Context: an optimization exercise on an open-source flow, tuned for small area and a short achievable clock period. The choices shown serve that exercise and are no tape-out recipe. RTL that was checked went through simulation tests only; none was proved equivalent to the original.

Setup of before:
==> module md_unit, before the edit <==
module md_unit (
  input  logic        clk,
  input  logic        reset,
  input  logic        start,
  input  logic [2:0]  md_op,
  input  logic        we_hilo,
  input  logic [31:0] a,
  input  logic [31:0] b,
  output logic        busy,
  output logic [31:0] hi,
  output logic [31:0] lo
);
  logic        busy_q;
  logic        busy_o_q;   
  logic        idle_q;     
  logic        res_q;      
  logic [3:0]  cnt_q;
  logic        first_q;    
  logic        fix_q;      
  logic        last_q;     
  logic        div_q, sgn_q, bh_q;
  logic        aneg_q;     
  logic        kept_q;     
  logic        dig_q;      
  logic [31:0] m_q;      
  logic [32:0] acc_q;    
  logic [31:0] p_q;      
  logic [31:0] hi_q, lo_q;
  wire iter = div_q & !fix_q & !last_q;
  function automatic logic [35:0] add35(input logic [34:0] x, input logic [34:0] y, input logic ci);
    logic [35:0] g, p, p0, s;
    g[0] = ci; p[0] = 1'b0;
    for (int i = 0; i < 35; i++) begin g[i+1] = x[i] & y[i]; p[i+1] = x[i] ^ y[i]; end
    p0 = p;
    for (int l = 0; l < 6; l++)
      for (int i = (1 << (l+1)) - 1; i < 36; i += (1 << (l+1))) begin
        g[i] = g[i] | (p[i] & g[i - (1 << l)]);
        p[i] = p[i] & p[i - (1 << l)];
      end
    for (int l = 4; l >= 0; l--)
      for (int i = 3 * (1 << l) - 1; i < 36; i += (1 << (l+1))) begin
        g[i] = g[i] | (p[i] & g[i - (1 << l)]);
        p[i] = p[i] & p[i - (1 << l)];
      end
    for (int i = 0; i < 35; i++) s[i] = p0[i+1] ^ g[i];
    s[35] = g[35];
    add35 = s;
  endfunction
  wire        msx  = sgn_q & m_q[31];
  wire        dneg = msx;                               
  wire [35:0] mx   = {msx, msx, msx, m_q, 1'b0};        
  wire [8:0]  mb   = last_q ? {{8{sgn_q & bh_q}}, bh_q} : {p_q[7:0], bh_q};
  logic [34:0] xs [0:3];
  logic [34:0] ss [0:3];
  logic        sub [0:3];    
  logic        dig [0:3];    
  assign xs[0]  = iter ? {acc_q[32], acc_q, p_q[31]} : {{2{acc_q[32]}}, acc_q};
  assign sub[0] = !acc_q[32];
  for (genvar i = 0; i < 4; i++) begin : g_st
    wire bm1 = mb[2*i];
    wire b0  = mb[2*i+1];
    wire b1  = mb[2*i+2];
    logic one, two, neg;
    assign dig[i] = sub[i] ^ dneg;
    if (i == 0) begin : g_sel0
      assign one = div_q ? !(last_q & kept_q) : (b0 ^ bm1);
      assign neg = div_q ? (last_q ? !dig_q : dig[0]) : b1;
    end else begin : g_sel
      assign one = div_q | (b0 ^ bm1);
      assign neg = div_q ? dig[i] : b1;
    end
    assign two = !div_q & ((b1 & !b0 & !bm1) | (!b1 & b0 & bm1));
    wire [34:0] pp;
    for (genvar j = 0; j < 35; j++) begin : g_pp
      assign pp[j] = ((one & mx[j+1]) | (two & mx[j])) ^ neg;
    end
    wire [35:0] sm = add35(xs[i], pp, neg);
    assign ss[i] = sm[34:0];
    if (i < 3) begin : g_nx
      assign sub[i+1] = !ss[i][34];
      assign xs[i+1]  = div_q ? {ss[i][32], ss[i][32:0], p_q[30-i]} : {{2{ss[i][34]}}, ss[i][34:2]};
    end
  end
  wire zt  = (ss[0] == 35'd0);
  wire zr  = (acc_q == 33'd0);
  wire fix = zt | (aneg_q ? (!acc_q[32] & !zr) : acc_q[32]);
  function automatic logic [30:0] inc31(input logic [30:0] v);
    logic [30:0] o;
    logic        all;
    all = 1'b1;
    for (int k = 0; k < 31; k++) begin
      o[k] = v[k] ^ all;
      all  = all & v[k];
    end
    inc31 = o;
  endfunction
  wire [31:0] quo = {(fix & dig[0]) ? inc31(p_q[30:0]) : p_q[30:0], !fix};
  wire op_end = busy_q && last_q;
  wire        wr_mt = idle_q & !start & we_hilo & md_op[2] & !md_op[1];
  wire        wr_hi = wr_mt & !md_op[0];
  wire        wr_lo = wr_mt &  md_op[0];
  wire [31:0] hi_e  = res_q ? ss[0][31:0] : hi_q;
  wire [31:0] lo_e  = res_q ? p_q : lo_q;
  always_ff @(posedge clk or negedge reset) begin
    if (!reset) begin
      busy_q   <= 1'b0;
      busy_o_q <= 1'b0;
      idle_q   <= 1'b1;
      res_q    <= 1'b0;
      hi_q     <= '0;
      lo_q     <= '0;
    end else begin
      if (!busy_q && start && !md_op[2]) busy_q <= 1'b1;
      else if (op_end) busy_q <= 1'b0;
      busy_o_q <= busy_q ? !op_end : (start && !md_op[2]);
      idle_q   <= busy_q ? op_end : !(start && !md_op[2]);
      res_q    <= busy_q && !last_q && (cnt_q == (div_q ? 4'd8 : 4'd3)) && (!div_q || m_q != 32'd0);
      hi_q <= wr_hi ? a : hi_e;
      lo_q <= wr_lo ? a : lo_e;
    end
  end
  always_ff @(posedge clk) begin
    first_q <= !busy_q;
    fix_q   <= busy_q && div_q && (cnt_q == 4'd7);
    last_q  <= busy_q && (cnt_q == (div_q ? 4'd8 : 4'd3));
    if (!busy_q) begin
      cnt_q <= '0;
      div_q <= md_op[1];
      sgn_q <= !md_op[0];
      bh_q  <= 1'b0;
      m_q   <= b;
      p_q   <= a;
      acc_q <= {33{a[31] & md_op[1] & !md_op[0]}};
    end else begin
      cnt_q <= cnt_q + 4'd1;
      if (!div_q) begin
        acc_q <= ss[3][34:2];
        p_q   <= {ss[3][1:0], ss[2][1:0], ss[1][1:0], ss[0][1:0], p_q[31:8]};
        bh_q  <= p_q[7];
      end else if (fix_q) begin
        acc_q  <= ss[0][32:0];
        p_q    <= quo;
        kept_q <= fix;
        dig_q  <= dig[0];
      end else begin
        acc_q <= ss[3][32:0];
        p_q   <= {p_q[27:0], dig[0], dig[1], dig[2], dig[3]};
      end
      if (first_q) aneg_q <= sgn_q & p_q[31];
    end
  end
  assign busy = busy_o_q;
  assign hi   = hi_q;
  assign lo   = lo_q;
endmodule
Settings: LEC_CHECK=0, CAP_MARGIN=20, CORE_MARGIN=2, CORE_UTILIZATION=65, PLACE_DENSITY=0.75, SLEW_MARGIN=20; clock period 100.0 ns.
standard.sh (not shown) runs the stock make flow with config.mk's settings and CLKGATE_MAP_FILE= SYNTH_SCRIPT=/design/flow/synth_recipe.tcl, a recipe that flattens the netlist after the stock synthesis.
==> flow/flow/run.sh <==
#!/bin/bash
set -o pipefail
export BUFFER_PORTS_ARGS="-buffer_cell sky130_fd_sc_hd__buf_2"
export CTS_ARGS="-sink_clustering_enable -repair_clock_nets -root_buf sky130_fd_sc_hd__clkbuf_16 -buf_list sky130_fd_sc_hd__clkbuf_8 -dont_use_dummy_load"
bash standard.sh > standard.log 2>&1
Relative to before, the following input files were edited for after:
diff --git a/flow/design.v b/flow/design.v
--- a/flow/design.v
+++ b/flow/design.v
@@ -18,14 +18,12 @@
   output logic        busy,
   output logic [31:0] hi,
   output logic [31:0] lo
 );
   logic        busy_q;
   logic        busy_o_q;   
-  logic        idle_q;     
-  logic        res_q;      
   logic [3:0]  cnt_q;
   logic        first_q;    
   logic        fix_q;      
   logic        last_q;     
   logic        div_q, sgn_q, bh_q;
   logic        aneg_q;     
@@ -34,29 +32,37 @@
   logic [31:0] m_q;      
   logic [32:0] acc_q;    
   logic [31:0] p_q;      
   logic [31:0] hi_q, lo_q;
   wire iter = div_q & !fix_q & !last_q;
   function automatic logic [35:0] add35(input logic [34:0] x, input logic [34:0] y, input logic ci);
-    logic [35:0] g, p, p0, s;
+    logic [34:0] gb, pb, s;
+    logic [9:0] g, p;
+    logic c, gg, pp;
+    for (int i = 0; i < 35; i++) begin gb[i] = x[i] & y[i]; pb[i] = x[i] ^ y[i]; end
     g[0] = ci; p[0] = 1'b0;
-    for (int i = 0; i < 35; i++) begin g[i+1] = x[i] & y[i]; p[i+1] = x[i] ^ y[i]; end
-    p0 = p;
-    for (int l = 0; l < 6; l++)
-      for (int i = (1 << (l+1)) - 1; i < 36; i += (1 << (l+1))) begin
+    for (int k = 0; k < 9; k++) begin
+      gg = 1'b0; pp = 1'b1;
+      for (int i = k*4; i < k*4+4 && i < 35; i++) begin gg = gb[i] | (pb[i] & gg); pp = pp & pb[i]; end
+      g[k+1] = gg; p[k+1] = pp;
+    end
+    for (int l = 0; l < 4; l++)
+      for (int i = (1 << (l+1)) - 1; i <= 9; i += (1 << (l+1))) begin
         g[i] = g[i] | (p[i] & g[i - (1 << l)]);
         p[i] = p[i] & p[i - (1 << l)];
       end
-    for (int l = 4; l >= 0; l--)
-      for (int i = 3 * (1 << l) - 1; i < 36; i += (1 << (l+1))) begin
+    for (int l = 2; l >= 0; l--)
+      for (int i = 3 * (1 << l) - 1; i <= 9; i += (1 << (l+1))) begin
         g[i] = g[i] | (p[i] & g[i - (1 << l)]);
         p[i] = p[i] & p[i - (1 << l)];
       end
-    for (int i = 0; i < 35; i++) s[i] = p0[i+1] ^ g[i];
-    s[35] = g[35];
-    add35 = s;
+    for (int k = 0; k < 9; k++) begin
+      c = g[k];
+      for (int i = k*4; i < k*4+4 && i < 35; i++) begin s[i] = pb[i] ^ c; c = gb[i] | (pb[i] & c); end
+    end
+    add35 = {g[9], s};
   endfunction
   wire        msx  = sgn_q & m_q[31];
   wire        dneg = msx;                               
   wire [35:0] mx   = {msx, msx, msx, m_q, 1'b0};        
   wire [8:0]  mb   = last_q ? {{8{sgn_q & bh_q}}, bh_q} : {p_q[7:0], bh_q};
   logic [34:0] xs [0:3];
@@ -102,31 +108,28 @@
       all  = all & v[k];
     end
     inc31 = o;
   endfunction
   wire [31:0] quo = {(fix & dig[0]) ? inc31(p_q[30:0]) : p_q[30:0], !fix};
   wire op_end = busy_q && last_q;
-  wire        wr_mt = idle_q & !start & we_hilo & md_op[2] & !md_op[1];
+  wire res_wr = op_end && (!div_q || m_q != 32'd0);
+  wire        wr_mt = !(busy_q | start | !we_hilo | !md_op[2] | md_op[1]);
   wire        wr_hi = wr_mt & !md_op[0];
   wire        wr_lo = wr_mt &  md_op[0];
-  wire [31:0] hi_e  = res_q ? ss[0][31:0] : hi_q;
-  wire [31:0] lo_e  = res_q ? p_q : lo_q;
+  wire [31:0] hi_e  = res_wr ? ss[0][31:0] : hi_q;
+  wire [31:0] lo_e  = res_wr ? p_q : lo_q;
   always_ff @(posedge clk or negedge reset) begin
     if (!reset) begin
       busy_q   <= 1'b0;
       busy_o_q <= 1'b0;
-      idle_q   <= 1'b1;
-      res_q    <= 1'b0;
       hi_q     <= '0;
       lo_q     <= '0;
     end else begin
       if (!busy_q && start && !md_op[2]) busy_q <= 1'b1;
       else if (op_end) busy_q <= 1'b0;
       busy_o_q <= busy_q ? !op_end : (start && !md_op[2]);
-      idle_q   <= busy_q ? op_end : !(start && !md_op[2]);
-      res_q    <= busy_q && !last_q && (cnt_q == (div_q ? 4'd8 : 4'd3)) && (!div_q || m_q != 32'd0);
       hi_q <= wr_hi ? a : hi_e;
       lo_q <= wr_lo ? a : lo_e;
     end
   end
   always_ff @(posedge clk) begin
     first_q <= !busy_q;
- after vs. before: post-layout instance area went down by about 0.4%; met2 usage in global routing went up by 0.73 points; filler cell count in the final layout went down by 104; non-clock buffer area fraction after layout went down by 0.24 points.
- Comparing after and before, the higher multi-input gate area in the final layout was measured on before.
- When after is measured against before, its detailed-routed wire length on met3 turns out 150 um lower.
- On after: sequential share of layout area is 0.18 points lower than what before gave.
- Going from before to after, first-pass GRT wire length shrank by a few percent.
- Going from before to after, all-layer global routing usage lower, synthesized area roughly the same, multiplexer share of the synthesized area higher, total congestion overflow after global routing roughly the same.
- Of the two candidates, before has the worse routed via count and after the better one.
For after, only the layout was checked, not whether the RTL still works.

-- port drivers added, routing unchanged --
The flow's constraints put no driver on any port. The routed layouts listed below were extracted and timed again, unchanged, in two steps.
Step 1, drivers: a clkbuf_16 drives clk and a buf_2 each remaining input, both assumed.
Step 2 adds t to the input delays and takes it off the output delays; t is the mean of the earliest and latest rising clock arrival at the registers after step 1. Input paths then give back, and output paths get back, about the clock's delay inside the block.
a / b / c = ideal ports / drivers / drivers and shift; a / b = the first two.
run | t, ns | setup WS [ns] | worst setup path after step 2
before | 0.457 | 78.916 / 78.894 / 78.493 | input to register
after | 0.454 | 78.018 / 78.048 / 77.595 | input to register
After both steps every run listed still meets setup and hold.
